Source: an optimization exercise on an open RTL-to-GDS flow (aim: small area, a short achievable clock period and few clock cycles). Production flows keep margins and buffers that such runs may drop. RTL that was checked went through simulation tests only; none was proved equivalent to the original. The RTL of run 1 was laid out without a check of its function. In every run shown here, the design's own scripts or RTL, not TritonCTS, make the clock network. The flow treats the clock pin as an ideal source. Dropping or thinning the clock tree relies on that and would not hold on a real chip. Power is estimated from default activity; no workload was simulated.

==> flow/cts_hook.tcl <==
# Sourced by ORFS's cts.tcl before clock_tree_synthesis (PRE_CTS_TCL). Builds a balanced
# two-level clock tree (4 root buffers on the clock port, 32 leaf buffers, equal register
# shares per leaf) and turns the following clock_tree_synthesis call into a no-op.
source [file join [file dirname [info script]] mytree.tcl]
mytree_build 4 8 2 2 sky130_fd_sc_hd__clkbuf_16
set_propagated_clock [all_clocks]
rename clock_tree_synthesis ""
proc clock_tree_synthesis {args} {
  puts "clock tree built by cts_hook.tcl"
}
==> design.v <==
`default_nettype none
package mpd_pkg;
  localparam int BYTE_W    = 8;
  localparam int NUM_SLOTS = 4;
  localparam int MEM_DEPTH = 64;
  localparam int HDR_LEN   = 20;
  typedef logic [BYTE_W-1:0]                byte_t;
  typedef logic [$clog2(NUM_SLOTS)-1:0]     slot_t;
  typedef logic [$clog2(MEM_DEPTH)-1:0]     addr_t;
  typedef logic [$clog2(MEM_DEPTH+1)-1:0]   len_t;
  typedef struct packed {
    logic  en;
    logic  first;
    logic  last;
    byte_t data;
  } wr_req_t;
  typedef struct packed {
    logic  en;
    slot_t slot;
    addr_t addr;
  } rd_req_t;
  typedef struct packed {
    logic  en;
    slot_t slot;
  } free_req_t;
  typedef struct packed {
    logic [47:0] dst_mac;
    logic [47:0] src_mac;
    logic [15:0] ether_type;
    logic [47:0] rest;
  } hdr_fields_t;
  typedef union packed {
    hdr_fields_t                fields;
    byte_t [0:HDR_LEN-1]        lanes;
  } hdr_u;
endpackage
`default_nettype wire
`default_nettype none
module mpd_top (
  input  wire logic           CLK,
  input  wire logic           RST_N,
  input  wire logic           rx_valid,
  input  wire mpd_pkg::byte_t rx_data,
  input  wire logic           rx_last,
  output logic                rx_ready,
  input  wire logic           fw_valid,
  input  wire logic           fw_safe,
  output logic                hdr_valid,
  output mpd_pkg::hdr_u       hdr,
  output logic                tx_valid,
  output mpd_pkg::byte_t      tx_data,
  output logic                tx_last
);
  localparam int AW    = 6;
  localparam int DEPTH = 1 << AW;
  localparam int FW    = 2;
  localparam int NFR   = 1 << FW;
  localparam int HL    = mpd_pkg::HDR_LEN;
  typedef logic [AW:0] ptr_t;
  typedef logic [FW:0] fptr_t;
  mpd_pkg::byte_t mem [DEPTH];
  logic           acc;
  logic           a_infr;      
  ptr_t           wp;          
  logic [4:0]     hcnt;
  logic [4:0]     hidx;
  assign acc  = rx_valid && rx_ready;
  assign hidx = a_infr ? hcnt : 5'd0;
  logic wen;
  always_ff @(posedge CLK) begin
    if (wen)
      mem[wp[AW-1:0]] <= rx_data;
  end
  mpd_pkg::byte_t zd;
  assign zd = a_infr ? rx_data : '0;
  always_ff @(posedge CLK) begin
    if (!a_infr)
      hdr.lanes[0] <= rx_data;
    for (int i = 1; i < HL; i++) begin
      if (!a_infr || hcnt == 5'(i))
        hdr.lanes[i] <= zd;
    end
    if (acc)
      hcnt <= (hidx == 5'(HL)) ? hidx : hidx + 1'b1;
  end
  ptr_t  fq_end  [NFR];
  logic  fq_safe [NFR];
  fptr_t fwp;                  
  fptr_t fdp;                  
  fptr_t frp;                  
  always_ff @(posedge CLK) begin
    if (acc && rx_last)
      fq_end[fwp[FW-1:0]] <= wp + 1'b1;
    if (fw_valid)
      fq_safe[fdp[FW-1:0]] <= fw_safe;
  end
  ptr_t  rp;
  ptr_t  rp_n;
  ptr_t  cur_end;
  ptr_t  end_n;
  ptr_t  head_end;
  logic  head_safe;
  logic  head_rdy;
  logic  h_dec;                
  logic  h_safe;               
  fptr_t ndec;                 
  fptr_t frp1;
  assign ndec = fdp - frp;
  assign frp1 = frp + 1'b1;
  logic  busy;
  logic  at_last;              
  logic  take;
  logic  start;
  logic  send;
  logic  drop;
  logic  last_byte;
  always_ff @(posedge CLK) begin
    if (take)
      h_safe <= (ndec > fptr_t'(1)) ? fq_safe[frp1[FW-1:0]] : fw_safe;
    else
      h_safe <= (ndec != '0) ? fq_safe[frp[FW-1:0]] : fw_safe;
  end
  assign head_end  = fq_end[frp[FW-1:0]];
  assign head_safe = h_safe;
  assign head_rdy  = h_dec;
  assign take      = head_rdy && (!busy || at_last);
  assign start     = take && head_safe && !busy;
  assign send      = busy || start;
  assign drop      = take && !head_safe;
  assign last_byte = busy ? at_last : rp + 1'b1 == head_end;
  assign rp_n      = drop ? head_end : send ? rp + 1'b1 : rp;
  assign end_n     = (take && head_safe) ? head_end : cur_end;
  localparam int GW = AW / 2;
  localparam int NG = 1 << GW;
  logic [NG-1:0]  rs_lo;       
  logic [NG-1:0]  rs_hi;       
  mpd_pkg::byte_t grp [NG];
  mpd_pkg::byte_t rd_byte;
  always_comb begin
    rd_byte = '0;
    for (int g = 0; g < NG; g++) begin
      grp[g] = '0;
      for (int i = 0; i < NG; i++)
        grp[g] = grp[g] | (mem[g*NG+i] & {8{rs_lo[i]}});
      rd_byte = rd_byte | (grp[g] & {8{rs_hi[g]}});
    end
  end
  always_ff @(posedge CLK or negedge RST_N) begin
    if (!RST_N) begin
      rs_lo <= NG'(1);
      rs_hi <= NG'(1);
    end else begin
      for (int i = 0; i < NG; i++) begin
        rs_lo[i] <= rp_n[GW-1:0] == GW'(i);
        rs_hi[i] <= rp_n[AW-1:GW] == GW'(i);
      end
    end
  end
  always_ff @(posedge CLK) begin
    tx_data <= rd_byte;
    cur_end <= end_n;
    at_last <= rp + 2'd2 == end_n;
  end
  ptr_t  used;
  fptr_t nfq;
  logic  a_infr_n;
  logic  room_byte;
  logic  room_frame;
  logic  h_dec_n;
  logic  busy_n;
  assign h_dec_n = fw_valid || ndec > fptr_t'(1) || (ndec == fptr_t'(1) && !take);
  assign busy_n  = (take && head_safe) ? !(start && last_byte) : (busy && !at_last);
  assign used       = wp - rp;
  assign nfq        = fwp - frp;
  assign a_infr_n   = acc ? !rx_last : a_infr;
  assign room_byte  = busy_n || h_dec_n ||
                      ((send || drop) ? !(used == ptr_t'(DEPTH) && acc)
                                      : !(used == ptr_t'(DEPTH) || (used == ptr_t'(DEPTH - 1) && acc)));
  assign room_frame = take || !(nfq == fptr_t'(NFR) || (nfq == fptr_t'(NFR - 1) && acc && rx_last));
  always_ff @(posedge CLK or negedge RST_N) begin
    if (!RST_N) begin
      rx_ready  <= 1'b0;
      wen       <= 1'b0;
      a_infr    <= 1'b0;
      wp        <= '0;
      hdr_valid <= 1'b0;
      fwp       <= '0;
      fdp       <= '0;
      frp       <= '0;
      h_dec     <= 1'b0;
      rp        <= '0;
      busy      <= 1'b0;
      tx_valid  <= 1'b0;
      tx_last   <= 1'b0;
    end else begin
      rx_ready  <= room_byte && (a_infr_n || room_frame);
      wen       <= room_byte;
      a_infr    <= a_infr_n;
      if (acc)
        wp <= wp + 1'b1;
      if (acc && rx_last)
        fwp <= fwp + 1'b1;
      hdr_valid <= acc && rx_last;
      if (fw_valid)
        fdp <= fdp + 1'b1;
      if (take)
        frp <= frp + 1'b1;
      h_dec <= h_dec_n;
      rp <= rp_n;
      busy <= busy_n;
      tx_valid <= send;
      tx_last  <= send && last_byte;
    end
  end
endmodule
`default_nettype wire
==> constraint.sdc <==
create_clock -name core_clock -period 7.0 [get_ports {CLK}]
set_input_delay 1.4000 -clock core_clock [delete_from_list [all_inputs] [get_ports {CLK}]]
set_output_delay 1.4000 -clock core_clock [all_outputs]
set_load 0.01 [all_outputs]
==> standard.sh <==
#!/bin/bash
# synth_recipe.tcl (not shown) runs the flow's synth.tcl, then flattens the netlist and writes it again
# the make line also repeats each setting of config.mk as NAME=value (left out here)
make -C /OpenROAD-flow-scripts/flow DESIGN_CONFIG=/design/flow/config.mk WORK_HOME=/design/flow/orfs CLKGATE_MAP_FILE= SYNTH_SCRIPT=/design/flow/synth_recipe.tcl "${@:-finish}"
==> flow/run.sh <==
#!/bin/bash
# The standard layout (the standard.sh), with the clock tree built by flow/cts_hook.tcl
# instead of TritonCTS. ORFS keeps each step's log under orfs/logs; make's own output goes
# to standard.log.
set -euo pipefail
export PRE_CTS_TCL="$PWD/flow/cts_hook.tcl"
bash standard.sh > standard.log 2>&1
==> config.mk <==
export PLATFORM = sky130hd
export DESIGN_NAME = mpd_top
export DESIGN_NICKNAME = mpd_top
export VERILOG_FILES = /design/flow/design.v
export SDC_FILE = /design/flow/constraint.sdc
export NUM_CORES = 4
export LEC_CHECK = 0
export CAP_MARGIN = 20
export CORE_MARGIN = 2
export CORE_UTILIZATION = 70
export CTS_BUF_LIST = sky130_fd_sc_hd__clkbuf_16
export CTS_CLUSTER_DIAMETER = 100
export CTS_CLUSTER_SIZE = 24
export PLACE_DENSITY = 0.8
export SETUP_SLACK_MARGIN = 4.6
export SLEW_MARGIN = 20
==> flow/mytree.tcl <==
# Two-level clock tree: the clock port drives NROOT root buffers, each root drives the
# leaf buffers of one part of the core, each leaf drives an equal share of the registers.
proc mytree_build {ncol nrow rcol rrow bufname} {
  set db [ord::get_db]
  set block [ord::get_db_block]
  set master [$db findMaster $bufname]
  set clk [$block findNet CLK]
  # Register clock pins on the clock net
  set sinks {}
  foreach it [$clk getITerms] {
    set inst [$it getInst]
    set bb [$inst getBBox]
    set x [expr {([$bb xMin] + [$bb xMax]) / 2}]
    set y [expr {([$bb yMin] + [$bb yMax]) / 2}]
    lappend sinks [list $x $y $it]
  }
  set n [llength $sinks]
  puts "mytree: $n sinks, $ncol x $nrow leaves, $rcol x $rrow roots"
  # Columns by x, then rows by y inside each column, equal counts
  set sinks [lsort -integer -index 0 $sinks]
  set leaves {}
  for {set c 0} {$c < $ncol} {incr c} {
    set a [expr {$c * $n / $ncol}]
    set b [expr {($c + 1) * $n / $ncol - 1}]
    set col [lsort -integer -index 1 [lrange $sinks $a $b]]
    set m [llength $col]
    for {set r 0} {$r < $nrow} {incr r} {
      set a2 [expr {$r * $m / $nrow}]
      set b2 [expr {($r + 1) * $m / $nrow - 1}]
      lappend leaves [list $c $r [lrange $col $a2 $b2]]
    }
  }
  # Root buffers
  set roots {}
  for {set i 0} {$i < $rcol * $rrow} {incr i} {
    set rnet [odb::dbNet_create $block "clknet_root_$i"]
    $rnet setSigType CLOCK
    set rinst [odb::dbInst_create $block $master "clkbuf_root_$i"]
    [$rinst findITerm A] connect $clk
    [$rinst findITerm X] connect $rnet
    lappend roots [list $rinst $rnet 0 0 0]
  }
  set li 0
  foreach lf $leaves {
    lassign $lf c r group
    set sx 0; set sy 0
    foreach s $group { incr sx [lindex $s 0]; incr sy [lindex $s 1] }
    set k [llength $group]
    set cx [expr {$sx / $k}]; set cy [expr {$sy / $k}]
    set ri [expr {($c * $rcol / $ncol) * $rrow + ($r * $rrow / $nrow)}]
    lassign [lindex $roots $ri] rinst rnet rx ry rk
    set lnet [odb::dbNet_create $block "clknet_leaf_$li"]
    $lnet setSigType CLOCK
    set linst [odb::dbInst_create $block $master "clkbuf_leaf_$li"]
    [$linst findITerm A] connect $rnet
    [$linst findITerm X] connect $lnet
    $linst setLocation $cx $cy
    $linst setPlacementStatus PLACED
    foreach s $group {
      set it [lindex $s 2]
      $it disconnect
      $it connect $lnet
    }
    lset roots $ri [list $rinst $rnet [expr {$rx + $cx}] [expr {$ry + $cy}] [expr {$rk + 1}]]
    incr li
  }
  foreach rt $roots {
    lassign $rt rinst rnet rx ry rk
    $rinst setLocation [expr {$rx / $rk}] [expr {$ry / $rk}]
    $rinst setPlacementStatus PLACED
  }
}
==> results of run 1 <==
-- worst max-delay path, cell delays in order, from the launching register on --
cell and delay, ps:
sky130_fd_sc_hd__dfrtp_1 530, sky130_fd_sc_hd__nor2b_1 350, sky130_fd_sc_hd__nand2_1 630, sky130_fd_sc_hd__nor2_2 700
-- cell usage after synthesis, drive strengths merged, types with 18 or more instances --
library cell  instances
o21ai                32
and2                 19
a22oi               288
ha                   22
nor2                 97
nand2                39
edfxtp              709
clkbuf               71
inv                  25
dfrtp                45
nand4                78
xnor2                26
nand3                18
buf                  18
-- what timing repair did --
| item | 4_1_cts | 5_1_grt |
|---|---|---|
| resized for setup | 608 | 151 |
| cloned | 0 | 0 |
| hold buffers | 0 | 0 |
| buffers inserted | 12 | 6 |
| pin swaps | 7 | 7 |
| endpoints found under the setup margin | 876 | 625 |
-- cell families after synthesis --
| group | synth area share, % |
|---|---|
| flops | 79.7 |
| compound gates | 9.13 |
| simple gates | 5.76 |
| buf+inv | 1.53 |
| xor+xnor | 1.58 |
| fa+ha+maj | 1.17 |
| mux | 1.11 |
-- power breakdown --
| group | switching [mW] | leakage [nW] | total (mW) | internal [mW] |
|---|---|---|---|---|
| Combinational | 1.98 | 2.77 | 3.16 | 1.18 |
| Sequential | 0.736 | 7.23 | 6.42 | 5.68 |
| Clock | 1.25 | 0.444 | 2.18 | 0.927 |
| Total | 3.96 | 10.4 | 11.8 | 7.79 |
-- worst max-delay path by stage --
| stage | endpoint | slack [ps] |
|---|---|---|
| finish | mem[56][2]$_DFFE_PP_ | 4410 |
| detailed placement | rx_ready$_DFF_PN0_ | 3570 |
| floorplan | rx_ready$_DFF_PN0_ | 4380 |
| global route | mem[42][5]$_DFFE_PP_ | 4390 |
| global placement | rx_ready$_DFF_PN0_ | 3630 |
| CTS | mem[1][3]$_DFFE_PP_ | 4370 |
-- per-stage QoR --
stage          total power, mW  worst slack [ps]  cells
2_1_floorplan             8.02              4380   1654
3_3_place_gp              9.34              3630   2303
3_5_place_dp              9.46              3570   2303
4_1_cts                   11.5              4370   2351
5_1_grt                   12.1              4390   2357
6_report                  11.8              4410   2357
-- routing by layer --
metal	GRT usage, %	vias to the layer above	share of wire [%]
met3	4.75	162	11
li1	-	6906	-
met1	47.2	8311	36
met5	0	-	0
met2	54.5	1213	50
met4	8.85	0	3.0
-- state kept, by name (all words and copies together) (netlist names), 7 cells and up --
signal   cells
mem        512
rs_lo        8
hdr        160
rs_hi        8
fq_end      28
rp           7
wp           7
tx_data      8
cur_end      7
-- cell type report --
class,instances,share of cell area (%)
plain buffers,36,2.84
flip-flops and latches,773,72.1
well taps,532,2.10
repair buffers,224,4.35
inverters,25,0.328
multi-input cells,767,18.2
==> metrics.yaml, run 1 <==
vdd.ir_drop.worst_uv: 516
number_of_max_capacitance_violations_reported: 0
hp-class: "register to register"
place.port_buffers: 185
r2r_setup_slk_ps: 4410
critical_path_class: "register to register"
hold_crit_depth: 1
die-width_um: 206
grt_max_degree: 67
final_max_slew_viol_count: 0
cts_clk_pin_slew_worst_paths_ps: 90
clkLatencyLatePin_ps: 380
worst_setup_path_startpoint: "wen$_DFF_PN0_"
top_flip_flop_cell_by_instance_count_after_synthesis: "sky130_fd_sc_hd__edfxtp_1"
syn-instance-count: 1654
rsz0062_at_grt: "true"
multiInputGateArea_sq_mm: 0.00578
worstRegToRegCells: 3
synth.avg_cell_area_sq_um: 17.3
critPathRequiredTime_ps: 7010
drive_gt1_share_pct: 21.2
library_cell_occupying_the_most_area_in_the_post_synthesis_netlist: "sky130_fd_sc_hd__edfxtp_1"
antenna-diode-count: 0
globalRouteOverflowTotal: 0
synth_async_sr_flop_share_pct: 6.08
final_net_count: 1866
timing.final.hold_violations: 0
worst_setup_path_start_kind: "register"
relSlewSlack_pct: 30.5
drt_pre_antenna_iters: 6
final_cell_mix: "709 x sky130_fd_sc_hd__edfxtp_1, 288 x sky130_fd_sc_hd__a22oi_1, 122 x sky130_fd_sc_hd__buf_2"
clock.fmax_ghz: 0.387
power_per_cell_area_mw_per_mm2: 371
period_minus_slack_ps: 2590
route.detailed.drc: 0
global_placer_s_final_weighted_congestion: 0.858
layout_commonest_cell: "sky130_fd_sc_hd__edfxtp_1"
wire_per_inst_um: 30.1
fillers: 2224
post-synth-top-area-fraction_pct: 74.4
timing.hold.worst.start: "fdp[2]$_DFFE_PN0P_"
min_delay_worst_endpoint: "fdp[2]$_DFFE_PN0P_"
crit_path_max_fanout: 8
yosys.cell_types.count: 61
ys_seq_area_share_pct: 79.7
final_design_area_excluding_fillers_sq_mm: 0.0317
final.setup.tns_ps: 0
die-area_sq_mm: 0.0425
post-dp-hpwl_um: 40600
cellLeakagePower_nw: 10.4
cp-end-kind: "register"
grt_first_pass_wirelength_um: 103000
grt_antenna_before_repair: 0
number_of_enable_flip_flop_cells_after_synthesis: 709
areaGrowthSynthToFinish_pct: 10.7
drt-initial-drc-count: 2276
die_h_um: 206
critical_path_arrival_ps: 2590
final_min_period_over_clock_period_pct: 36.9
wire_length_after_detailed_routing_um: 71000
synthesis.nets: 1693
viasPerCell: 7.04
first_global_vias: 16000
ys_seq_elements: 773
synthTopCellsByArea: "sky130_fd_sc_hd__edfxtp_1 74%, sky130_fd_sc_hd__a22oi_1 7.6%, sky130_fd_sc_hd__dfrtp_1 3.9%"
core_area_sq_mm: 0.0406
number_of_failing_setup_endpoints_in_the_final_timing_report: 0
global_routing_usage_summed_across_all_routing_layers_pct: 33.0
synth_area_sq_mm: 0.0286
rows: 74
run_status: "timing/DRC/antenna clean"
reg2reg_from: "wen$_DFF_PN0_"
pin_count: 186
ys.warnings.count: 2
via_count: 16600
worst_slew_pin_tran_ps: 1040
finish.utilization_pct: 78.1
initial_utilization_pct: 70.6
dpl_cell_area_sq_mm: 0.0310
area.sequential_sq_mm: 0.0229
antenna_left: 0
crit-reg2reg-capture: "mem[56][2]$_DFFE_PP_"
timing.hold.ws_ps: 483
fin_worst_skew_ps: 22.4
==> run 2, diff against run 1 <==
--- a/design.v
+++ b/design.v
@@ -68,5 +68,4 @@
   assign hidx = a_infr ? hcnt : 5'd0;
-  logic wen;
   always_ff @(posedge CLK) begin
-    if (wen)
+    if (acc)
       mem[wp[AW-1:0]] <= rx_data;
@@ -76,6 +75,6 @@
   always_ff @(posedge CLK) begin
-    if (!a_infr)
+    if (acc && !a_infr)
       hdr.lanes[0] <= rx_data;
     for (int i = 1; i < HL; i++) begin
-      if (!a_infr || hcnt == 5'(i))
+      if (acc && (!a_infr || hcnt == 5'(i)))
         hdr.lanes[i] <= zd;
@@ -103,8 +102,2 @@
   logic  head_rdy;
-  logic  h_dec;                
-  logic  h_safe;               
-  fptr_t ndec;                 
-  fptr_t frp1;
-  assign ndec = fdp - frp;
-  assign frp1 = frp + 1'b1;
   logic  busy;
@@ -116,11 +109,5 @@
   logic  last_byte;
-  always_ff @(posedge CLK) begin
-    if (take)
-      h_safe <= (ndec > fptr_t'(1)) ? fq_safe[frp1[FW-1:0]] : fw_safe;
-    else
-      h_safe <= (ndec != '0) ? fq_safe[frp[FW-1:0]] : fw_safe;
-  end
   assign head_end  = fq_end[frp[FW-1:0]];
-  assign head_safe = h_safe;
-  assign head_rdy  = h_dec;
+  assign head_safe = fq_safe[frp[FW-1:0]];
+  assign head_rdy  = fdp != frp;
   assign take      = head_rdy && (!busy || at_last);
@@ -168,6 +155,2 @@
   logic  room_frame;
-  logic  h_dec_n;
-  logic  busy_n;
-  assign h_dec_n = fw_valid || ndec > fptr_t'(1) || (ndec == fptr_t'(1) && !take);
-  assign busy_n  = (take && head_safe) ? !(start && last_byte) : (busy && !at_last);
   assign used       = wp - rp;
@@ -175,5 +158,3 @@
   assign a_infr_n   = acc ? !rx_last : a_infr;
-  assign room_byte  = busy_n || h_dec_n ||
-                      ((send || drop) ? !(used == ptr_t'(DEPTH) && acc)
-                                      : !(used == ptr_t'(DEPTH) || (used == ptr_t'(DEPTH - 1) && acc)));
+  assign room_byte  = send || drop || !(used == ptr_t'(DEPTH) || (used == ptr_t'(DEPTH - 1) && acc));
   assign room_frame = take || !(nfq == fptr_t'(NFR) || (nfq == fptr_t'(NFR - 1) && acc && rx_last));
@@ -182,3 +163,2 @@
       rx_ready  <= 1'b0;
-      wen       <= 1'b0;
       a_infr    <= 1'b0;
@@ -189,3 +169,2 @@
       frp       <= '0;
-      h_dec     <= 1'b0;
       rp        <= '0;
@@ -196,3 +175,2 @@
       rx_ready  <= room_byte && (a_infr_n || room_frame);
-      wen       <= room_byte;
       a_infr    <= a_infr_n;
@@ -207,5 +185,7 @@
         frp <= frp + 1'b1;
-      h_dec <= h_dec_n;
       rp <= rp_n;
-      busy <= busy_n;
+      if (take && head_safe)
+        busy <= !(start && last_byte);
+      else if (at_last)
+        busy <= 1'b0;
       tx_valid <= send;
==> run 2 against run 1 <==
  * Utilization rose by 1.7 points
  * Via count fell by 2.2%
  * Clock power barely moved
  * Synthesized cell count fell by 2.6%
  * Hold slack improved by 2.2 ps
  * Synthesized area fell by 1.2%
  * First-iteration DRC count rose by 1.4%
  * Cell area rose by 0.34%
  * Sequential share of layout area fell by 0.52 points
  * Die area fell by 1.2%
  * Critical path depth fell by 1
  * Largest power group unchanged
==> metrics.yaml, run 2 <==
run_status: "timing/DRC/antenna clean"
seq_power_share_pct: 52.7  # -1.9 points
drt-initial-drc-count: 2307  # +1.4%
synthTopCellsByArea: "sky130_fd_sc_hd__edfxtp_1 75%, sky130_fd_sc_hd__a22oi_1 7.6%, sky130_fd_sc_hd__dfrtp_1 3.8%"
largest_register_ff_count: 512  # unchanged
post_synth_most_frequent_cells: "709 x sky130_fd_sc_hd__edfxtp_1, 288 x sky130_fd_sc_hd__a22oi_1, 99 x sky130_fd_sc_hd__nor2_1"
final_min_period_over_clock_period_pct: 34.9  # -2.0 points
power_per_cell_area_mw_per_mm2: 355  # -4.3%
clock.fmax_ghz: 0.409  # +5.8%
share_comb_of_total_power_pct: 28.1  # +1.2 points
switching_share_pct: 33.0  # -0.68 points
global_routing_usage_summed_across_all_routing_layers_pct: 33.7  # +0.67 points
yosys.cell_types.count: 62  # +1.6%
kind_of_cell_with_the_highest_combined_delay_on_the_critical_path: "simple AND/OR/NAND/NOR gates"
place.port_buffers: 185  # unchanged
post_synthesis_xor_xnor_area_fraction_pct: 1.52  # -0.065 points
critical_path_arrival_ps: 2490  # -100 ps
share_clk_of_total_power_pct: 19.2  # +0.7 points
dominant_combinational_cell_family_by_area_after_synthesis: "compound AO/OA/AOI/OAI gates"
cpPeakStageDelay_ps: 810  # +110 ps
global_placer_s_final_weighted_congestion: 0.916  # +6.8%
total_power_mw: 11.3  # -4.0%
final_cell_mix: "709 x sky130_fd_sc_hd__edfxtp_1, 287 x sky130_fd_sc_hd__a22oi_1, 123 x sky130_fd_sc_hd__buf_2"
synth_area_sq_mm: 0.0283  # -1.2%
hp-class: "register to register"
cp-end-kind: "register"
cellInternalPower_mw: 7.56  # -3.0%
rows: 73  # -1.4%
viasPerCell: 7.02  # -0.31%
yosys.area_share.simple_pct: 5.35  # -0.42 points
synth.avg_cell_area_sq_um: 17.6  # +1.4%
syn-instance-count: 1611  # -2.6%
core_area_sq_mm: 0.0398  # -1.8%
antenna-diode-count: 0  # unchanged
crit_path_max_fanout: 11  # +3
grt_antenna_before_repair: 0  # unchanged
globalRouteOverflowTotal: 0  # unchanged
synth_async_sr_flop_share_pct: 5.84  # -0.24 points
die_h_um: 205  # -0.59%
highest_routed_layer: "met4"
first_global_vias: 15600  # -2.1%
synthesis.nets: 1648  # -2.7%
relSlewSlack_pct: 36.1  # +5.6 points
timing.final.hold_violations: 0  # unchanged
critPathRequiredTime_ps: 7040  # +30 ps
number_of_failing_setup_endpoints_in_the_final_timing_report: 0  # unchanged
cts_clk_pin_slew_worst_paths_ps: 90  # about the same
route.detailed.drc: 0  # unchanged
number_of_max_capacitance_violations_reported: 0  # unchanged
pin_count: 186  # unchanged
fraction_of_the_mapped_netlist_area_in_adder_cells_pct: 1.07  # -0.10 points
die-width_um: 205  # -0.59%
synthMostInstantiatedCell: "sky130_fd_sc_hd__edfxtp_1"
ys.warnings.count: 2  # unchanged
wire_per_inst_um: 30.5  # +1.3%
final_max_slew_viol_count: 0  # unchanged
vdd.ir_drop.worst_uv: 402  # -22%
initial_utilization_pct: 71.0  # +0.44 points
layout_commonest_cell: "sky130_fd_sc_hd__edfxtp_1"
antenna_left: 0  # unchanged
routed-wl-met2_um: 34400  # -2.1%
cpMaxStageDelayCell: "sky130_fd_sc_hd__nand3b_1"
crit_path_buffers_inverters: 0  # unchanged
period_minus_slack_ps: 2440  # -141 ps
post-dp-hpwl_um: 42300  # +4.1%
die-area_sq_mm: 0.0420  # -1.2%
wire_length_after_detailed_routing_um: 70600  # -0.60%
rsz0062_at_grt: "true"
areaGrowthSynthToFinish_pct: 12.4
via_count: 16200  # -2.2%
top_flip_flop_cell_by_instance_count_after_synthesis: "sky130_fd_sc_hd__edfxtp_1"
final_net_count: 1826  # -2.1%
worst_setup_path_start_kind: "register"
cts_hold_repair.buffers: 0  # unchanged
grt_first_pass_wirelength_um: 102000  # -0.18%
final.setup.tns_ps: 0  # unchanged
drt_pre_antenna_iters: 6  # unchanged
met3WireLength_um: 7790  # -1.9%
clkLatencyLatePin_ps: 380  # about the same
fin_worst_skew_ps: 24.0  # +1.62 ps
number_of_enable_flip_flop_cells_after_synthesis: 709  # unchanged
grt_max_degree: 67  # unchanged
yosys-mux-area-fraction_pct: 1.10  # -0.018 points
worst_slew_pin_tran_ps: 956  # -86.9 ps
library_cell_occupying_the_most_area_in_the_post_synthesis_netlist: "sky130_fd_sc_hd__edfxtp_1"
cellLeakagePower_nw: 10.3  # -1.7%
drive_gt1_share_pct: 23.1  # +1.8 points
power.net_switching_mw: 3.73  # -5.9%
ys_seq_elements: 770  # -0.39%
post-synth-top-area-fraction_pct: 75.3  # +0.90 points
critical_path_class: "register to register"
synth_compound_area_share_pct: 8.96  # -0.16 points
worstPathCellList: "nand3b_1 > nor2_4"
route.layer.met1.wl_um: 25500  # -1.2%
ys_seq_area_share_pct: 80.4  # +0.71 points
[run 2: cell types whose count changed after synthesis, sizes merged, moves of 4 or more]
| cell | previous run | this run |
|---|---|---|
| a21oi | 17 | 6 |
| and2 | 19 | 14 |
| buf | 18 | 22 |
| clkbuf | 71 | 64 |
| nand3 | 18 | 13 |
| nand3b | 7 | 3 |
| nor2b | 10 | 5 |
| o21a | 0 | 4 |
[run 2: worst register-to-register path, stage by stage, from the launching register on]
cell                       delay (ps)
sky130_fd_sc_hd__dfrtp_1          790
sky130_fd_sc_hd__nand3b_1         820
sky130_fd_sc_hd__nor2_4           500
[run 2: routing by layer]
layer  GRT usage, %  vias to the layer above
li1               -                     6757
met1           49.5                     8090
met2           54.8                     1191
met3           3.77                      187
met4           9.94                        0
met5              0                        -
[run 2: path summary, 6_finish.rpt]
path | startpoint | endpoint | slack [ps] | cells after the start
min | at_last$_DFF_P_ | tx_last$_DFF_PN0_ | 490 | 2
min in group asynchronous | RST_N | wp[6]$_DFFE_PN0P_ | 1120 | 2
min reg2reg | at_last$_DFF_P_ | tx_last$_DFF_PN0_ | 490 | 2
max reg2reg | wp[5]$_DFFE_PN0P_ | mem[43][7]$_DFFE_PP_ | 4560 | 2
max | wp[5]$_DFFE_PN0P_ | mem[43][7]$_DFFE_PP_ | 4560 | 2
max in group asynchronous | RST_N | wp[3]$_DFFE_PN0P_ | 5380 | 2
[run 2: cells by family after synthesis]
kind of cell | count (synthesis)
flip-flops | 770
AO/OA/AOI/OAI | 345
AND/OR/NAND/NOR | 295
buffers and inverters | 111
XOR/XNOR | 49
adder cells (fa/ha/maj) | 23
multiplexers | 18
[run 2: cell type report]
cell class / instances / area, sq um
Tap cell: 525 / 657
Multi-Input combinational cell: 730 / 5970
Timing Repair Buffer: 226 / 1390
Inverter: 25 / 109
Fill cell: 2164 / 8040
Sequential cell: 770 / 22800
Buffer: 36 / 901
[run 2: repair_timing]
item / CTS / global route
endpoints found under the hold margin: 0 / 0
setup endpoints to repair: 1038 / 504
resized for setup: 586 / 106
pin swaps: 10 / 12
buffers inserted: 21 / 2
[run 2: per-stage QoR]
step                instance area (sq um)  hold WS, ps  std cells  util (%)  worst slack, ps
floorplan                           29000          421       1611         -             4410
global placement                    31300          463       2253      78.5             3470
detailed placement                  31300          447       2253      78.5             3450
CTS                                 32200          484       2310      80.8             4600
global route                        31800          508       2312      79.8             4480
finish                              31800          485       2312      79.8             4560
[run 2: power groups by stage]
stage          combinational [mW]  sequential [mW]  clock, mW
6_report                     3.18             5.94       2.17
2_1_floorplan                1.96             5.91          0
3_3_place_gp                 3.00             6.03          0
3_5_place_dp                 3.07             6.04          0
4_1_cts                      3.12             5.93       2.16
5_1_grt                      3.38             5.98       2.30
Testbench counts of run 2, summed over its fixed seeds: cycles 46,237.
==> run 3, diff against run 2 <==
--- a/design.v
+++ b/design.v
@@ -60,2 +60,10 @@
   typedef logic [FW:0] fptr_t;
+  function automatic ptr_t inc(input ptr_t v);
+    logic c;
+    c = 1'b1;
+    for (int i = 0; i <= AW; i++) begin
+      inc[i] = v[i] ^ c;
+      c      = c & v[i];
+    end
+  endfunction
   mpd_pkg::byte_t mem [DEPTH];
@@ -64,2 +72,3 @@
   ptr_t           wp;          
+  ptr_t           wp1;
   logic [4:0]     hcnt;
@@ -67,2 +76,3 @@
   assign acc  = rx_valid && rx_ready;
+  assign wp1  = inc(wp);
   assign hidx = a_infr ? hcnt : 5'd0;
@@ -91,3 +101,3 @@
     if (acc && rx_last)
-      fq_end[fwp[FW-1:0]] <= wp + 1'b1;
+      fq_end[fwp[FW-1:0]] <= wp1;
     if (fw_valid)
@@ -96,2 +106,10 @@
   ptr_t  rp;
+  ptr_t  rp1;
+  ptr_t  rp2;
+  logic  full_b;               
+  logic  near_b;               
+  assign rp1    = inc(rp);
+  assign rp2    = inc(rp1);
+  assign full_b = wp[AW-1:0] == rp[AW-1:0] && wp[AW] != rp[AW];
+  assign near_b = wp1[AW-1:0] == rp[AW-1:0] && wp1[AW] != rp[AW];
   ptr_t  rp_n;
@@ -102,2 +120,8 @@
   logic  head_rdy;
+  logic  h_dec;                
+  logic  h_safe;               
+  fptr_t ndec;                 
+  fptr_t frp1;
+  assign ndec = fdp - frp;
+  assign frp1 = frp + 1'b1;
   logic  busy;
@@ -109,5 +133,11 @@
   logic  last_byte;
+  always_ff @(posedge CLK) begin
+    if (take)
+      h_safe <= (ndec > fptr_t'(1)) ? fq_safe[frp1[FW-1:0]] : fw_safe;
+    else
+      h_safe <= (ndec != '0) ? fq_safe[frp[FW-1:0]] : fw_safe;
+  end
   assign head_end  = fq_end[frp[FW-1:0]];
-  assign head_safe = fq_safe[frp[FW-1:0]];
-  assign head_rdy  = fdp != frp;
+  assign head_safe = h_safe;
+  assign head_rdy  = h_dec;
   assign take      = head_rdy && (!busy || at_last);
@@ -116,4 +146,4 @@
   assign drop      = take && !head_safe;
-  assign last_byte = busy ? at_last : rp + 1'b1 == head_end;
-  assign rp_n      = drop ? head_end : send ? rp + 1'b1 : rp;
+  assign last_byte = busy ? at_last : rp1 == head_end;
+  assign rp_n      = drop ? head_end : send ? rp1 : rp;
   assign end_n     = (take && head_safe) ? head_end : cur_end;
@@ -148,5 +178,4 @@
     cur_end <= end_n;
-    at_last <= rp + 2'd2 == end_n;
-  end
-  ptr_t  used;
+    at_last <= rp2 == end_n;
+  end
   fptr_t nfq;
@@ -155,6 +184,10 @@
   logic  room_frame;
-  assign used       = wp - rp;
+  logic  h_dec_n;
+  logic  busy_n;
+  assign h_dec_n = fw_valid || ndec > fptr_t'(1) || (ndec == fptr_t'(1) && !take);
+  assign busy_n  = (take && head_safe) ? !(start && last_byte) : (busy && !at_last);
   assign nfq        = fwp - frp;
   assign a_infr_n   = acc ? !rx_last : a_infr;
-  assign room_byte  = send || drop || !(used == ptr_t'(DEPTH) || (used == ptr_t'(DEPTH - 1) && acc));
+  assign room_byte  = busy_n || h_dec_n ||
+                      ((send || drop) ? !(full_b && acc) : !(full_b || (near_b && acc)));
   assign room_frame = take || !(nfq == fptr_t'(NFR) || (nfq == fptr_t'(NFR - 1) && acc && rx_last));
@@ -169,2 +202,3 @@
       frp       <= '0;
+      h_dec     <= 1'b0;
       rp        <= '0;
@@ -177,3 +211,3 @@
       if (acc)
-        wp <= wp + 1'b1;
+        wp <= wp1;
       if (acc && rx_last)
@@ -185,7 +219,5 @@
         frp <= frp + 1'b1;
+      h_dec <= h_dec_n;
       rp <= rp_n;
-      if (take && head_safe)
-        busy <= !(start && last_byte);
-      else if (at_last)
-        busy <= 1'b0;
+      busy <= busy_n;
       tx_valid <= send;
--- a/config.mk
+++ b/config.mk
@@ -14,3 +14,3 @@
 export PLACE_DENSITY = 0.8
-export SETUP_SLACK_MARGIN = 4.6
+export SETUP_SLACK_MARGIN = 4.7
 export SLEW_MARGIN = 20
==> run 3 against run 2 <==
  * Still clean
  * Sequential power about the same
  * Maximum frequency up 1.9%
  * Cell area up 2.2%
  * Critical path depth down 1
  * Register-to-register slack better by 90 ps
  * Critical endpoint is now hdr[32]
  * Largest cell class unchanged
  * Largest power group unchanged
==> metrics.yaml, run 3 <==
run_status: "timing/DRC/antenna clean"
place.port_buffers: 185  # unchanged
globalRouteOverflowTotal: 0  # unchanged
syn-instance-count: 1610  # -0.062%
cts_clk_pin_slew_worst_paths_ps: 90  # about the same
dominant_combinational_cell_family_by_area_after_synthesis: "compound AO/OA/AOI/OAI gates"
synthMostInstantiatedCell: "sky130_fd_sc_hd__edfxtp_1"
final_min_period_over_clock_period_pct: 34.3  # -0.65 points
r2r_setup_slk_ps: 4650  # +90 ps
viasPerCell: 7.13  # +1.6%
wire_per_inst_um: 31.4  # +2.7%
final.setup.tns_ps: 0  # unchanged
drt-initial-drc-count: 2307  # unchanged
drive_gt1_share_pct: 25.6  # +2.6 points
share_clk_of_total_power_pct: 18.7  # -0.5 points
vdd.ir_drop.worst_uv: 336  # -16%
die_h_um: 205  # +0.11%
synth_area_sq_mm: 0.0283  # +0.22%
crit_path_buffers_inverters: 1  # +1
critPathRequiredTime_ps: 5600  # -1440 ps
critical_path_class: "register to output port"
switching_share_pct: 33.0  # -0.047 points
initial_utilization_pct: 71.2  # +0.16 points
cp-end-kind: "output port"
antenna-diode-count: 0  # unchanged
clkLatencyLatePin_ps: 390  # about the same
synth.avg_cell_area_sq_um: 17.6  # +0.28%
cellLeakagePower_nw: 10.6  # +3.1%
crit-reg2reg-capture: "rx_ready$_DFF_PN0_"
yosys-mux-area-fraction_pct: 1.39  # +0.29 points
ys_seq_elements: 772  # +0.26%
hold_crit_depth: 1  # -1
clock.fmax_ghz: 0.417  # +1.9%
placedCellCount: 2252  # -0.044%
grt_antenna_before_repair: 0  # unchanged
library_cell_occupying_the_most_area_in_the_post_synthesis_netlist: "sky130_fd_sc_hd__edfxtp_1"
layout_commonest_cell: "sky130_fd_sc_hd__edfxtp_1"
seq_power_share_pct: 51.2  # -1.5 points
fin_worst_skew_ps: 19.7  # -4.29 ps
number_of_max_capacitance_violations_reported: 0  # unchanged
path_depth: 1  # -1
worst_setup_path_startpoint: "hdr[32]$_DFFE_PP_"
cellInternalPower_mw: 7.77  # +2.8%
worstPathCellList: "buf_2"
top_flip_flop_cell_by_instance_count_after_synthesis: "sky130_fd_sc_hd__edfxtp_1"
final_cells: 2331  # +0.82%
cts_hold_repair.buffers: 0  # unchanged
die-width_um: 205  # +0.11%
power.net_switching_mw: 3.83  # +2.6%
final_design_area_excluding_fillers_sq_mm: 0.0325  # +2.2%
number_of_enable_flip_flop_cells_after_synthesis: 709  # unchanged
dpl_cell_area_sq_mm: 0.0312  # -0.27%
timing.final.hold_violations: 0  # unchanged
finish.utilization_pct: 81.6  # +1.8 points
grt_max_degree: 67  # unchanged
rows: 73  # unchanged
kind_of_cell_with_the_highest_combined_delay_on_the_critical_path: "flip-flops"
critPathCapture: "hdr[32]"
core_area_sq_mm: 0.0398  # unchanged
power_per_cell_area_mw_per_mm2: 357  # +0.53%
worstRegToRegCells: 10  # +8
largest_register_ff_count: 512  # unchanged
fraction_of_the_mapped_netlist_area_in_adder_cells_pct: 1.33  # +0.26 points
final_net_count: 1851  # +1.4%
final_cell_mix: "709 x sky130_fd_sc_hd__edfxtp_1, 286 x sky130_fd_sc_hd__a22oi_1, 168 x sky130_fd_sc_hd__buf_2"
synthTopCellsByArea: "sky130_fd_sc_hd__edfxtp_1 75%, sky130_fd_sc_hd__a22oi_1 7.6%, sky130_fd_sc_hd__dfrtp_1 3.9%"
grt_first_pass_wirelength_um: 106000  # +3.5%
pin_count: 186  # unchanged
final_critical_path_setup_slack_ps: 4600  # +45.7 ps
global_routing_usage_summed_across_all_routing_layers_pct: 34.8  # +1.1 points
crit_path_max_fanout: 1  # -10
post-synth-top-area-fraction_pct: 75.1  # -0.17 points
worst_setup_path_start_kind: "register"
ys_seq_area_share_pct: 80.4  # about the same
post_synthesis_xor_xnor_area_fraction_pct: 1.28  # -0.23 points
route.detailed.drc: 0  # unchanged
areaGrowthSynthToFinish_pct: 14.7
synth_async_sr_flop_share_pct: 5.96  # +0.11 points
post_synth_most_frequent_cells: "709 x sky130_fd_sc_hd__edfxtp_1, 288 x sky130_fd_sc_hd__a22oi_1, 88 x sky130_fd_sc_hd__nor2_1"
synthesis.nets: 1653  # +0.30%
final_max_slew_viol_count: 0  # unchanged
number_of_failing_setup_endpoints_in_the_final_timing_report: 0  # unchanged
period_minus_slack_ps: 2400  # -45.7 ps
rsz0062_at_grt: "true"
reg2reg_from: "wp[1]$_DFFE_PN0P_"
global_placer_s_final_weighted_congestion: 0.923  # +0.78%
yosys.area_share.simple_pct: 5.45  # +0.11 points
synth_compound_area_share_pct: 8.61  # -0.35 points
ys.warnings.count: 2  # unchanged
via_count: 16600  # +2.4%
critical_path_arrival_ps: 1000  # -1490 ps
antenna_left: 0  # unchanged
wire_length_after_detailed_routing_um: 73100  # +3.5%
relSlewSlack_pct: 39.3  # +3.2 points
cpMaxStageDelayCell: "sky130_fd_sc_hd__edfxtp_1"
dp_slack_ps: 3150  # -300 ps
drt_pre_antenna_iters: 17  # +11
post-dp-hpwl_um: 43600  # +3.2%
cpPeakStageDelay_ps: 460  # -350 ps
hp-class: "register to register"
worst_slew_pin_tran_ps: 911  # -44.7 ps
share_comb_of_total_power_pct: 30.1  # +2.0 points
die-area_sq_mm: 0.0421  # +0.22%
first_global_vias: 16100  # +2.8%
yosys.cell_types.count: 52  # -16%
## run 3: cell types whose count changed after synthesis, moves of 6 or more
cell,change
sky130_fd_sc_hd__and2_1,+6
sky130_fd_sc_hd__ha_1,+6
sky130_fd_sc_hd__nand2_1,+12
sky130_fd_sc_hd__nor2_1,-11
sky130_fd_sc_hd__xnor2_1,-8
## run 3: power groups by stage
stage          sequential [mW]  combinational, mW  clock (mW)
6_report                  5.94               3.49        2.17
5_1_grt                   5.97               3.68        2.31
4_1_cts                   5.91               3.29        2.16
3_5_place_dp              6.04               2.99           0
3_3_place_gp              6.03               2.91           0
2_1_floorplan             5.93               1.88           0
## run 3: cell type report
type | instances | area [sq um]
buffer | 36 | 901
fill | 1981 | 7330
inverter | 20 | 91.3
multi-input combinational | 731 | 6340
sequential | 772 | 22800
tap | 525 | 657
timing repair buffer | 247 | 1700
## run 3: worst min path at each step
| stage | end | startpoint |
|---|---|---|
| global placement | cur_end[5]$_DFF_P_ | cur_end[5]$_DFF_P_ |
| global route | cur_end[5]$_DFF_P_ | cur_end[5]$_DFF_P_ |
| finish | cur_end[5]$_DFF_P_ | cur_end[5]$_DFF_P_ |
| detailed placement | cur_end[5]$_DFF_P_ | cur_end[5]$_DFF_P_ |
| CTS | cur_end[5]$_DFF_P_ | cur_end[5]$_DFF_P_ |
| floorplan | tx_last$_DFF_PN0_ | at_last$_DFF_P_ |
## run 3: metal layers
metal | share of wire, % | GRT usage, %
met1 | 35 | 50.2
met4 | 3.8 | 9.69
met5 | 0 | 0
met3 | 13 | 7.48
met2 | 48 | 55.3
## run 3: through the flow
| step | total power, mW | hold slack (ps) |
|---|---|---|
| 3_5_place_dp | 9.03 | 480 |
| 6_report | 11.6 | 496 |
| 2_1_floorplan | 7.81 | 459 |
| 3_3_place_gp | 8.93 | 474 |
| 4_1_cts | 11.4 | 502 |
| 5_1_grt | 12.0 | 535 |
## run 3: repair_timing
| item | 4_1_cts | 5_1_grt |
|---|---|---|
| buffers inserted | 38 | 4 |
| gates resized for setup | 834 | 35 |
| cloned | 1 | 0 |
| pin swaps | 46 | 29 |
| endpoints found under the setup margin | 1136 | 779 |
## run 3: logic make-up (layout without fill, tap and decap cells)
logic type / count (synthesis) / after routing
AND/OR/NAND/NOR: 301 / 301
flip-flops: 772 / 772
AO/OA/AOI/OAI: 337 / 337
XOR/XNOR: 40 / 40
multiplexers: 24 / 24
buffers and inverters: 107 / 303
adder cells (fa/ha/maj): 29 / 29
Testbench counts of run 3, summed over its fixed seeds: cycles 46,082.
==> run 4, diff against run 3 <==
--- a/config.mk
+++ b/config.mk
@@ -16 +16,2 @@
 export SLEW_MARGIN = 20
+export TNS_END_PERCENT = 5
==> run 4 against run 3 <==
  * Still clean on timing, DRC and antenna
  * Combinational power decreased by 2%
  * Setup slack got worse by 150 ps
  * Power decreased by 0.80%
  * Synthesized area unchanged
  * Die area unchanged
  * Utilization increased by 0.91 points
  * Synthesized cell count unchanged
  * Clock power about the same
  * Hold slack improved by 21 ps
  * Register-to-register slack got worse by 60 ps
  * Critical path type unchanged
  * Largest power group unchanged
==> metrics.yaml, run 4 <==
relSlewSlack_pct: 36.1  # -3.1 points
dominant_combinational_cell_family_by_area_after_synthesis: "compound AO/OA/AOI/OAI gates"
synth.avg_cell_area_sq_um: 17.6  # unchanged
placedCellCount: 2253  # +0.044%
period_minus_slack_ps: 2550  # +148 ps
die_h_um: 205  # unchanged
cts_clk_pin_slew_worst_paths_ps: 90  # about the same
final_max_slew_viol_count: 0  # unchanged
synthMostInstantiatedCell: "sky130_fd_sc_hd__edfxtp_1"
final_min_period_over_clock_period_pct: 36.4  # +2.1 points
rsz0062_at_grt: "true"
number_of_failing_setup_endpoints_in_the_final_timing_report: 0  # unchanged
global_routing_usage_summed_across_all_routing_layers_pct: 34.1  # -0.72 points
rows: 73  # unchanged
power_per_cell_area_mw_per_mm2: 350  # -1.9%
worst_slew_pin_tran_ps: 958  # +47.2 ps
grt_first_pass_wirelength_um: 104000  # -1.9%
largest_register_ff_count: 512  # unchanged
global_placer_s_final_weighted_congestion: 0.954  # +3.4%
syn-instance-count: 1610  # unchanged
synthesis.nets: 1653  # unchanged
globalRouteOverflowTotal: 0  # unchanged
pin_count: 186  # unchanged
final.setup.tns_ps: 0  # unchanged
vdd.ir_drop.worst_uv: 313  # -6.9%
post_synthesis_xor_xnor_area_fraction_pct: 1.28  # unchanged
yosys.cell_types.count: 52  # unchanged
cellLeakagePower_nw: 10.8  # +1.7%
wire_per_inst_um: 30.9  # -1.5%
antenna_left: 0  # unchanged
grt_antenna_before_repair: 0  # unchanged
post_synth_most_frequent_cells: "709 x sky130_fd_sc_hd__edfxtp_1, 288 x sky130_fd_sc_hd__a22oi_1, 88 x sky130_fd_sc_hd__nor2_1"
post-synth-top-area-fraction_pct: 75.1  # unchanged
post-dp-hpwl_um: 43600  # -0.12%
drt_pre_antenna_iters: 6  # -11
viasPerCell: 7.05  # -1.1%
ys_seq_area_share_pct: 80.4  # unchanged
wire_length_after_detailed_routing_um: 72100  # -1.4%
run_status: "timing/DRC/antenna clean"
number_of_enable_flip_flop_cells_after_synthesis: 709  # unchanged
timing.final.hold_violations: 0  # unchanged
cpMaxStageDelayCell: "sky130_fd_sc_hd__dfrtp_2"
fillers: 1938  # -2.2%
multiInputGateArea_sq_mm: 0.00618  # -2.4%
worstPathCellList: "dlygate4sd2_1"
yosys.area_share.simple_pct: 5.45  # unchanged
crit_path_max_fanout: 3  # +2
grt_max_degree: 67  # unchanged
initial_utilization_pct: 71.2  # unchanged
layout_commonest_cell: "sky130_fd_sc_hd__edfxtp_1"
ys_seq_elements: 772  # unchanged
die-width_um: 205  # unchanged
drive_gt1_share_pct: 15.5  # -10 points
number_of_max_capacitance_violations_reported: 0  # unchanged
yosys-mux-area-fraction_pct: 1.39  # unchanged
first_global_vias: 15800  # -1.7%
core_area_sq_mm: 0.0398  # unchanged
ys.warnings.count: 2  # unchanged
final_cells: 2333  # +0.086%
critical_path_arrival_ps: 1150  # +150 ps
critPathRequiredTime_ps: 5600  # about the same
hp-class: "register to register"
top_flip_flop_cell_by_instance_count_after_synthesis: "sky130_fd_sc_hd__edfxtp_1"
areaGrowthSynthToFinish_pct: 15.9
final_net_count: 1853  # +0.11%
kind_of_cell_with_the_highest_combined_delay_on_the_critical_path: "flip-flops"
drt-initial-drc-count: 2541  # +10%
clock.fmax_ghz: 0.393  # -5.8%
library_cell_occupying_the_most_area_in_the_post_synthesis_netlist: "sky130_fd_sc_hd__edfxtp_1"
synth_area_sq_mm: 0.0283  # unchanged
clkLatencyLatePin_ps: 380  # about the same
die-area_sq_mm: 0.0421  # unchanged
synthTopCellsByArea: "sky130_fd_sc_hd__edfxtp_1 75%, sky130_fd_sc_hd__a22oi_1 7.6%, sky130_fd_sc_hd__dfrtp_1 3.9%"
crit_path_buffers_inverters: 1  # unchanged
antenna-diode-count: 0  # unchanged
area.sequential_sq_mm: 0.0228  # about the same
final_cell_mix: "709 x sky130_fd_sc_hd__edfxtp_1, 288 x sky130_fd_sc_hd__a22oi_1, 171 x sky130_fd_sc_hd__dlygate4sd2_1"
synth_compound_area_share_pct: 8.61  # unchanged
synth_async_sr_flop_share_pct: 5.96  # unchanged
via_count: 16400  # -1.0%
critical_path_class: "register to output port"
place.port_buffers: 185  # unchanged
route.detailed.drc: 0  # unchanged
fraction_of_the_mapped_netlist_area_in_adder_cells_pct: 1.33  # unchanged
cpPeakStageDelay_ps: 460  # about the same
fin_worst_skew_ps: 23.9  # +4.23 ps
worst_setup_path_start_kind: "register"
cp-end-kind: "output port"
run 4: power breakdown:
group	internal, mW	total (mW)	switching, mW
clock network	0.927	2.17	1.24
logic	1.22	3.41	2.18
registers	5.60	5.93	0.329
run 4: what timing repair did:
| action | in CTS | in global routing |
|---|---|---|
| cloned | 0 | 0 |
| hold buffers | 0 | 0 |
| pin swaps | 29 | 12 |
| endpoints found under the setup margin | 1207 | 1099 |
| resized for setup | 276 | 39 |
| setup buffers | 23 | 21 |
| endpoints found under the hold margin | 0 | 0 |
run 4: cells by family after synthesis:
| group | count (synthesis) |
|---|---|
| XOR/XNOR | 40 |
| multiplexers | 24 |
| adder cells (fa/ha/maj) | 29 |
| buffers and inverters | 107 |
| AND/OR/NAND/NOR | 301 |
| flip-flops | 772 |
| AO/OA/AOI/OAI | 337 |
run 4: through the flow:
step | worst slack [ps] | util (%) | instance area [sq um] | hold slack (ps) | power [mW]
floorplan | 4400 | - | 28800 | 459 | 7.77
global placement | 3280 | 78.1 | 31100 | 475 | 8.88
detailed placement | 3170 | 78.1 | 31100 | 487 | 8.99
CTS | 4440 | 81.6 | 32500 | 513 | 11.2
global route | 4400 | 82.5 | 32900 | 546 | 11.9
finish | 4450 | 82.5 | 32900 | 517 | 11.5
run 4: path summary, 6_finish.rpt:
check	slack [ps]	depth (start not counted)	endpoint	start
min in group asynchronous	1100	2	hdr_valid$_DFF_PN0_	RST_N
min	520	1	fdp[2]$_DFFE_PN0P_	fdp[2]$_DFFE_PN0P_
max in group asynchronous	5390	2	wp[1]$_DFFE_PN0P_	RST_N
max reg2reg	4590	10	at_last$_DFF_P_	rp[0]$_DFF_PN0_
max	4450	1	rx_ready	rx_ready$_DFF_PN0_
min reg2reg	520	1	fdp[2]$_DFFE_PN0P_	fdp[2]$_DFFE_PN0P_
run 4: routing by layer:
layer / wire length [um] / track usage [%] / share of wire, %
met5: 0 / 0 / 0
met4: 2980 / 10.5 / 4.1
met1: 25500 / 50.3 / 35
met2: 34500 / 54.1 / 48
met3: 9140 / 5.27 / 13
run 4: final cells by class:
type,instances,share of cell area (%)
Buffer,36,2.74
Multi-Input combinational cell,731,18.8
Tap cell,525,2.00
Sequential cell,772,69.4
Timing Repair Buffer,249,6.75
Inverter,20,0.255
==> run 5, diff against run 4 <==
--- a/config.mk
+++ b/config.mk
@@ -14,3 +14,3 @@
 export PLACE_DENSITY = 0.8
-export SETUP_SLACK_MARGIN = 4.7
+export SETUP_SLACK_MARGIN = 4.6
 export SLEW_MARGIN = 20
==> run 5 against run 4 <==
  * Clock skew grew 3.0 ps
  * Via count grew 0.57%
  * Setup slack lost 120 ps
  * Cell area shrank 0.24%
  * Sequential cell count is the same
  * Combinational power shrank 1%
  * Wire length grew 0.65%
  * Largest power group unchanged
==> metrics.yaml, run 5 <==
reg2reg_from: "wp[5]$_DFFE_PN0P_"
period_minus_slack_ps: 2660  # +119 ps
globalRouteOverflowTotal: 0  # unchanged
run_status: "timing/DRC/antenna clean"
critPathCapture: "hdr[33]"
worst_setup_path_start_kind: "register"
pin_count: 186  # unchanged
power_per_cell_area_mw_per_mm2: 350  # -0.16%
timing.hold.ws_ps: 512  # -5.27 ps
yosys.cell_types.count: 52  # unchanged
cts_hold_repair.buffers: 0  # unchanged
grt_first_pass_wirelength_um: 105000  # +1.0%
total_power_mw: 11.5  # -0.39%
worstRegToRegCells: 2  # -8
drt-initial-drc-count: 2597  # +2.2%
grt_max_degree: 67  # unchanged
post_synth_most_frequent_cells: "709 x sky130_fd_sc_hd__edfxtp_1, 288 x sky130_fd_sc_hd__a22oi_1, 88 x sky130_fd_sc_hd__nor2_1"
crit-reg2reg-capture: "mem[40][3]$_DFFE_PP_"
wire_length_after_detailed_routing_um: 72600  # +0.65%
clkLatencyLatePin_ps: 380  # about the same
route.detailed.drc: 0  # unchanged
fin_worst_skew_ps: 26.9  # +2.98 ps
cts_clk_pin_slew_worst_paths_ps: 90  # about the same
synth.avg_cell_area_sq_um: 17.6  # unchanged
number_of_failing_setup_endpoints_in_the_final_timing_report: 0  # unchanged
synth_async_sr_flop_share_pct: 5.96  # unchanged
synthMostInstantiatedCell: "sky130_fd_sc_hd__edfxtp_1"
hp-class: "register to register"
cpPeakStageDelay_ps: 540  # +80 ps
top_flip_flop_cell_by_instance_count_after_synthesis: "sky130_fd_sc_hd__edfxtp_1"
crit_path_buffers_inverters: 1  # unchanged
critical_path_class: "register to output port"
initial_utilization_pct: 71.2  # unchanged
die_h_um: 205  # unchanged
post-synth-top-area-fraction_pct: 75.1  # unchanged
dp_slack_ps: 3170  # unchanged
r2r_setup_slk_ps: 4510  # -80 ps
clock.fmax_ghz: 0.375  # -4.5%
wire_per_inst_um: 31.1  # +0.74%
final.setup.tns_ps: 0  # unchanged
rows: 73  # unchanged
finish.utilization_pct: 82.3  # -0.19 points
layout_commonest_cell: "sky130_fd_sc_hd__edfxtp_1"
drive_gt1_share_pct: 14.8  # -0.76 points
antenna_left: 0  # unchanged
first_global_vias: 15800  # -0.16%
syn-instance-count: 1610  # unchanged
rsz0062_at_grt: "true"
cpMaxStageDelayCell: "sky130_fd_sc_hd__clkdlybuf4s50_1"
cp-end-kind: "output port"
ys_seq_area_share_pct: 80.4  # unchanged
synthTopCellsByArea: "sky130_fd_sc_hd__edfxtp_1 75%, sky130_fd_sc_hd__a22oi_1 7.6%, sky130_fd_sc_hd__dfrtp_1 3.9%"
ys_seq_elements: 772  # unchanged
final_net_count: 1851  # -0.11%
global_placer_s_final_weighted_congestion: 0.954  # unchanged
synthesis.nets: 1653  # unchanged
library_cell_occupying_the_most_area_in_the_post_synthesis_netlist: "sky130_fd_sc_hd__edfxtp_1"
grt_antenna_before_repair: 0  # unchanged
number_of_enable_flip_flop_cells_after_synthesis: 709  # unchanged
core_area_sq_mm: 0.0398  # unchanged
synth_area_sq_mm: 0.0283  # unchanged
via_count: 16500  # +0.57%
global_routing_usage_summed_across_all_routing_layers_pct: 34.5  # +0.39 points
vdd.ir_drop.worst_uv: 315  # +0.80%
die-area_sq_mm: 0.0421  # unchanged
kind_of_cell_with_the_highest_combined_delay_on_the_critical_path: "buffers and inverters"
cellLeakagePower_nw: 10.7  # -0.52%
crit_path_max_fanout: 1  # -2
worst_setup_path_startpoint: "hdr[33]$_DFFE_PP_"
largest_register_ff_count: 512  # unchanged
die-width_um: 205  # unchanged
worstPathCellList: "clkdlybuf4s50_1"
critical_path_arrival_ps: 1260  # +110 ps
place.port_buffers: 185  # unchanged
drt_pre_antenna_iters: 6  # unchanged
final_min_period_over_clock_period_pct: 38.1  # +1.7 points
final_cell_mix: "709 x sky130_fd_sc_hd__edfxtp_1, 288 x sky130_fd_sc_hd__a22oi_1, 129 x sky130_fd_sc_hd__dlygate4sd2_1"
path_depth: 1  # unchanged
timing.final.hold_violations: 0  # unchanged
post-dp-hpwl_um: 43600  # unchanged
final_max_slew_viol_count: 0  # unchanged
critPathRequiredTime_ps: 5600  # about the same
worst_slew_pin_tran_ps: 1090  # +134 ps
antenna-diode-count: 0  # unchanged
areaGrowthSynthToFinish_pct: 15.7
relSlewSlack_pct: 27.0  # -9.2 points
final_critical_path_setup_slack_ps: 4340  # -119 ps
ys.warnings.count: 2  # unchanged
viasPerCell: 7.09  # +0.65%
number_of_max_capacitance_violations_reported: 0  # unchanged
-- run 5: cell types whose count changed in the layout (fill, tap and decap cells not counted), sizes merged --
cell	delta
dlygate4sd2	-42
dlymetal6s2s	+3
buf	-3
clkdlybuf4s50	+40
-- run 5: where the power goes --
part	total [mW]	leakage (nW)	internal [mW]	switching [mW]
logic	3.36	3.12	1.21	2.15
clock network	2.17	0.444	0.927	1.24
registers	5.93	7.15	5.60	0.330
total	11.5	10.7	7.74	3.72
-- run 5: metrics by stage --
stage	instance area (sq um)	cells
global route	32800	2331
CTS	32500	2307
finish	32800	2331
global placement	31100	2253
detailed placement	31100	2253
floorplan	28800	1610
-- run 5: timing repair --
| action | 4_1_cts | 5_1_grt |
|---|---|---|
| gates cloned | 0 | 0 |
| buffers inserted | 18 | 24 |
| setup endpoints to repair | 1051 | 1153 |
| resized for setup | 213 | 35 |
| pin swaps | 23 | 9 |
-- run 5: how the worst min path moves through the flow --
stage | cells after the start | slack (ps) | endpoint | startpoint
finish | 1 | 510 | fdp[2]$_DFFE_PN0P_ | fdp[2]$_DFFE_PN0P_
global route | 1 | 550 | fdp[0]$_DFFE_PN0P_ | fdp[0]$_DFFE_PN0P_
CTS | 1 | 510 | fdp[2]$_DFFE_PN0P_ | fdp[2]$_DFFE_PN0P_
detailed placement | 1 | 490 | fdp[2]$_DFFE_PN0P_ | fdp[2]$_DFFE_PN0P_
global placement | 1 | 470 | cur_end[5]$_DFF_P_ | cur_end[5]$_DFF_P_
floorplan | 2 | 460 | tx_last$_DFF_PN0_ | at_last$_DFF_P_
-- run 5: kinds of logic (layout without fill, tap and decap cells) --
logic type / Yosys count / after routing / synth area share (%)
compound gates: 337 / 337 / 8.61
xor+xnor: 40 / 40 / 1.28
fa+ha+maj: 29 / 29 / 1.33
buf+inv: 107 / 303 / 1.53
flops: 772 / 772 / 80.4
mux: 24 / 24 / 1.39
simple gates: 301 / 301 / 5.45
-- run 5: cell type report --
| class | instances | area [sq um] |
|---|---|---|
| plain buffers | 36 | 901 |
| fillers | 1960 | 7050 |
| inverters | 20 | 86.3 |
| multi-input cells | 731 | 6080 |
| flip-flops and latches | 772 | 22800 |
| well taps | 525 | 657 |
| repair buffers | 247 | 2240 |
-- run 5: routing by layer --
layer,global-route usage (%),part of all wire (%),vias to the layer above
met4,10.3,4.1,0
met2,54.5,48,1408
met1,50.9,35,8128
li1,-,-,6790
met5,0,0,-
met3,5.59,13,211
-- run 5: worst reg2reg max path, stage by stage (launching register included) --
cell	delay (ps)
sky130_fd_sc_hd__dfrtp_1	740
sky130_fd_sc_hd__nand3b_1	880
sky130_fd_sc_hd__nor2_4	550
==> run 6, diff against run 5 <==
--- a/config.mk
+++ b/config.mk
@@ -16,2 +16 @@
 export SLEW_MARGIN = 20
-export TNS_END_PERCENT = 5
==> run 6 against run 5 <==
  * Still clean
  * Maximum frequency rose by 11%
  * Combinational power decreased by 5%
  * Sequential power barely moved
  * Wire length shrank 3.7%
  * First-iteration DRC count down 17%
  * Global-route usage decreased by 1.0 points
  * Setup slack gained 270 ps
  * Power fell by 1.5%
  * Largest cell class unchanged
==> metrics.yaml, run 6 <==
run_status: "timing/DRC/antenna clean"
top_flip_flop_cell_by_instance_count_after_synthesis: "sky130_fd_sc_hd__edfxtp_1"
pin_count: 186  # unchanged
antenna-diode-count: 0  # unchanged
fillers: 2054  # +4.8%
area.sequential_sq_mm: 0.0228  # about the same
timing.hold.worst.start: "cur_end[5]$_DFF_P_"
die-area_sq_mm: 0.0421  # unchanged
grt_first_pass_wirelength_um: 102000  # -2.6%
grt_max_degree: 67  # unchanged
worst_setup_path_start_kind: "primary input"
power_per_cell_area_mw_per_mm2: 352  # +0.54%
crit_path_buffers_inverters: 1  # unchanged
global_placer_s_final_weighted_congestion: 0.921  # -3.5%
post_synth_most_frequent_cells: "709 x sky130_fd_sc_hd__edfxtp_1, 288 x sky130_fd_sc_hd__a22oi_1, 88 x sky130_fd_sc_hd__nor2_1"
wire_per_inst_um: 30.2  # -3.0%
cpPeakStageDelay_ps: 470  # -70 ps
drive_gt1_share_pct: 23.4  # +8.6 points
drt_pre_antenna_iters: 7  # +1
die_h_um: 205  # unchanged
core_area_sq_mm: 0.0398  # unchanged
synth.avg_cell_area_sq_um: 17.6  # unchanged
rsz0062_at_grt: "true"
cts_clk_pin_slew_worst_paths_ps: 100  # about the same
wire_length_after_detailed_routing_um: 69900  # -3.7%
syn-instance-count: 1610  # unchanged
final_net_count: 1835  # -0.86%
drt-initial-drc-count: 2154  # -17%
synth_area_sq_mm: 0.0283  # unchanged
crit_path_max_fanout: 10  # +9
vdd.ir_drop.worst_uv: 218  # -31%
finish.utilization_pct: 80.6  # -1.7 points
hp-class: "register to register"
grt_antenna_before_repair: 0  # unchanged
total_power_mw: 11.3  # -1.5%
viasPerCell: 7.05  # -0.68%
critical_path_arrival_ps: 2670  # +1410 ps
timing.hold.ws_ps: 496  # -15.6 ps
worst_setup_path_startpoint: "rx_last"
cellLeakagePower_nw: 10.5  # -2.4%
ys.warnings.count: 2  # unchanged
reg2reg_from: "wp[1]$_DFFE_PN0P_"
route.detailed.drc: 0  # unchanged
via_count: 16300  # -1.4%
library_cell_occupying_the_most_area_in_the_post_synthesis_netlist: "sky130_fd_sc_hd__edfxtp_1"
cpMaxStageDelayCell: "sky130_fd_sc_hd__clkdlybuf4s50_1"
synthMostInstantiatedCell: "sky130_fd_sc_hd__edfxtp_1"
antenna_left: 0  # unchanged
critical_path_class: "primary input to register"
synthesis.nets: 1653  # unchanged
fin_worst_skew_ps: 14.8  # -12.2 ps
synthTopCellsByArea: "sky130_fd_sc_hd__edfxtp_1 75%, sky130_fd_sc_hd__a22oi_1 7.6%, sky130_fd_sc_hd__dfrtp_1 3.9%"
number_of_enable_flip_flop_cells_after_synthesis: 709  # unchanged
clkLatencyLatePin_ps: 380  # about the same
rows: 73  # unchanged
yosys.cell_types.count: 52  # unchanged
post-synth-top-area-fraction_pct: 75.1  # unchanged
die-width_um: 205  # unchanged
first_global_vias: 15900  # +0.54%
globalRouteOverflowTotal: 0  # unchanged
areaGrowthSynthToFinish_pct: 13.3
final_cell_mix: "709 x sky130_fd_sc_hd__edfxtp_1, 288 x sky130_fd_sc_hd__a22oi_1, 135 x sky130_fd_sc_hd__buf_2"
final_max_slew_viol_count: 0  # unchanged
clock.fmax_ghz: 0.418  # +11%
number_of_max_capacitance_violations_reported: 0  # unchanged
final_cells: 2315  # -0.69%
timing.final.hold_violations: 0  # unchanged
largest_register_ff_count: 512  # unchanged
number_of_failing_setup_endpoints_in_the_final_timing_report: 0  # unchanged
kind_of_cell_with_the_highest_combined_delay_on_the_critical_path: "buffers and inverters"
synth_async_sr_flop_share_pct: 5.96  # unchanged
worst_slew_pin_tran_ps: 1060  # -37.3 ps
ys_seq_elements: 772  # unchanged
initial_utilization_pct: 71.2  # unchanged
final.setup.tns_ps: 0  # unchanged
relSlewSlack_pct: 29.7  # +2.7 points
post-dp-hpwl_um: 42200  # -3.1%
place.port_buffers: 185  # unchanged
global_routing_usage_summed_across_all_routing_layers_pct: 33.5  # -1.0 points
cp-end-kind: "register"
final_min_period_over_clock_period_pct: 34.2  # -3.9 points
critPathRequiredTime_ps: 7270  # +1670 ps
multiInputGateArea_sq_mm: 0.00617  # +1.5%
ys_seq_area_share_pct: 80.4  # unchanged
period_minus_slack_ps: 2390  # -270 ps
layout_commonest_cell: "sky130_fd_sc_hd__edfxtp_1"
worstPathCellList: "clkdlybuf4s50_1 > and3_4 > nand3b_1 > mux2i_1 > nand3_1 > a22o_1"
placedCellCount: 2253  # unchanged
run 6: cell counts after synthesis:
Identical to the previous run, type by type.
run 6: kinds of logic (layout without fill, tap and decap cells):
kind of cell               after synthesis  count (layout)  share of synthesized area [%]
muxes                                   24              24                           1.39
DFF                                    772             772                           80.4
adders and majority gates               29              29                           1.33
xor gates and xnor gates                40              40                           1.28
and+or+nand+nor                        301             301                           5.45
AOI/OAI and AO/OA                      337             337                           8.61
buffers and inverters                  107             287                           1.53
run 6: metrics by stage:
step | setup slack (ps) | area (sq um)
after floorplan | 4400 | 28900
after global placement | 3180 | 31100
after detailed placement | 3090 | 31100
after CTS | 4580 | 32300
after global routing | 4540 | 32100
final | 4610 | 32100
run 6: worst reg2reg max path, cell delays in order (launching register included):
cell	delay (ps)
sky130_fd_sc_hd__dfrtp_4	490
sky130_fd_sc_hd__ha_1	190
sky130_fd_sc_hd__ha_2	170
sky130_fd_sc_hd__ha_2	180
sky130_fd_sc_hd__ha_4	160
sky130_fd_sc_hd__ha_4	280
sky130_fd_sc_hd__xnor2_2	110
sky130_fd_sc_hd__nand4_1	130
sky130_fd_sc_hd__nor4_2	250
sky130_fd_sc_hd__o21ai_1	110
sky130_fd_sc_hd__a22o_1	190
run 6: path summary, 6_finish.rpt:
kind | endpoint | slack [ps] | depth (start not counted)
setup / recovery | rx_ready$_DFF_PN0_ | 4610 | 6
hold / removal | cur_end[5]$_DFF_P_ | 500 | 1
setup reg to reg | rx_ready$_DFF_PN0_ | 4640 | 10
hold reg to reg | cur_end[5]$_DFF_P_ | 500 | 1
max in group asynchronous | wp[1]$_DFFE_PN0P_ | 5450 | 2
min in group asynchronous | hdr_valid$_DFF_PN0_ | 1080 | 2
run 6: metal layers:
metal	up-vias	global-route usage, %	routed length (um)
li1	6762	-	-
met3	221	5.24	8070
met1	8022	48.3	25200
met2	1307	53.4	33500
met5	-	0	0
met4	0	11.8	3110
run 6: layout make-up:
type                    count  area share, %
flip-flops and latches    772           71.0
multi-input cells         731           19.2
repair buffers            231           4.63
plain buffers              36           2.81
well taps                 525           2.05
inverters                  20          0.249
run 6: report_power, final:
| part | total (mW) | leakage, nW | switching, mW | internal, mW |
|---|---|---|---|---|
| sequential | 5.93 | 7.15 | 0.328 | 5.60 |
| clock | 2.17 | 0.444 | 1.25 | 0.926 |
| combinational | 3.19 | 2.86 | 2.08 | 1.10 |
run 6: what timing repair did:
action | CTS | global route
buffers inserted | 24 | 2
pin swaps | 29 | 16
resized for setup | 658 | 92
hold buffers | 0 | 0
endpoints found under the setup margin | 961 | 484

Check on run 6: ideal ports give 4.605 ns setup slack; a clkbuf_16 on the clock port and buf_2 on the inputs give 4.504 ns; moving port delays by the midpoint clock arrival (0.491 ns) as well gives 4.206 ns.
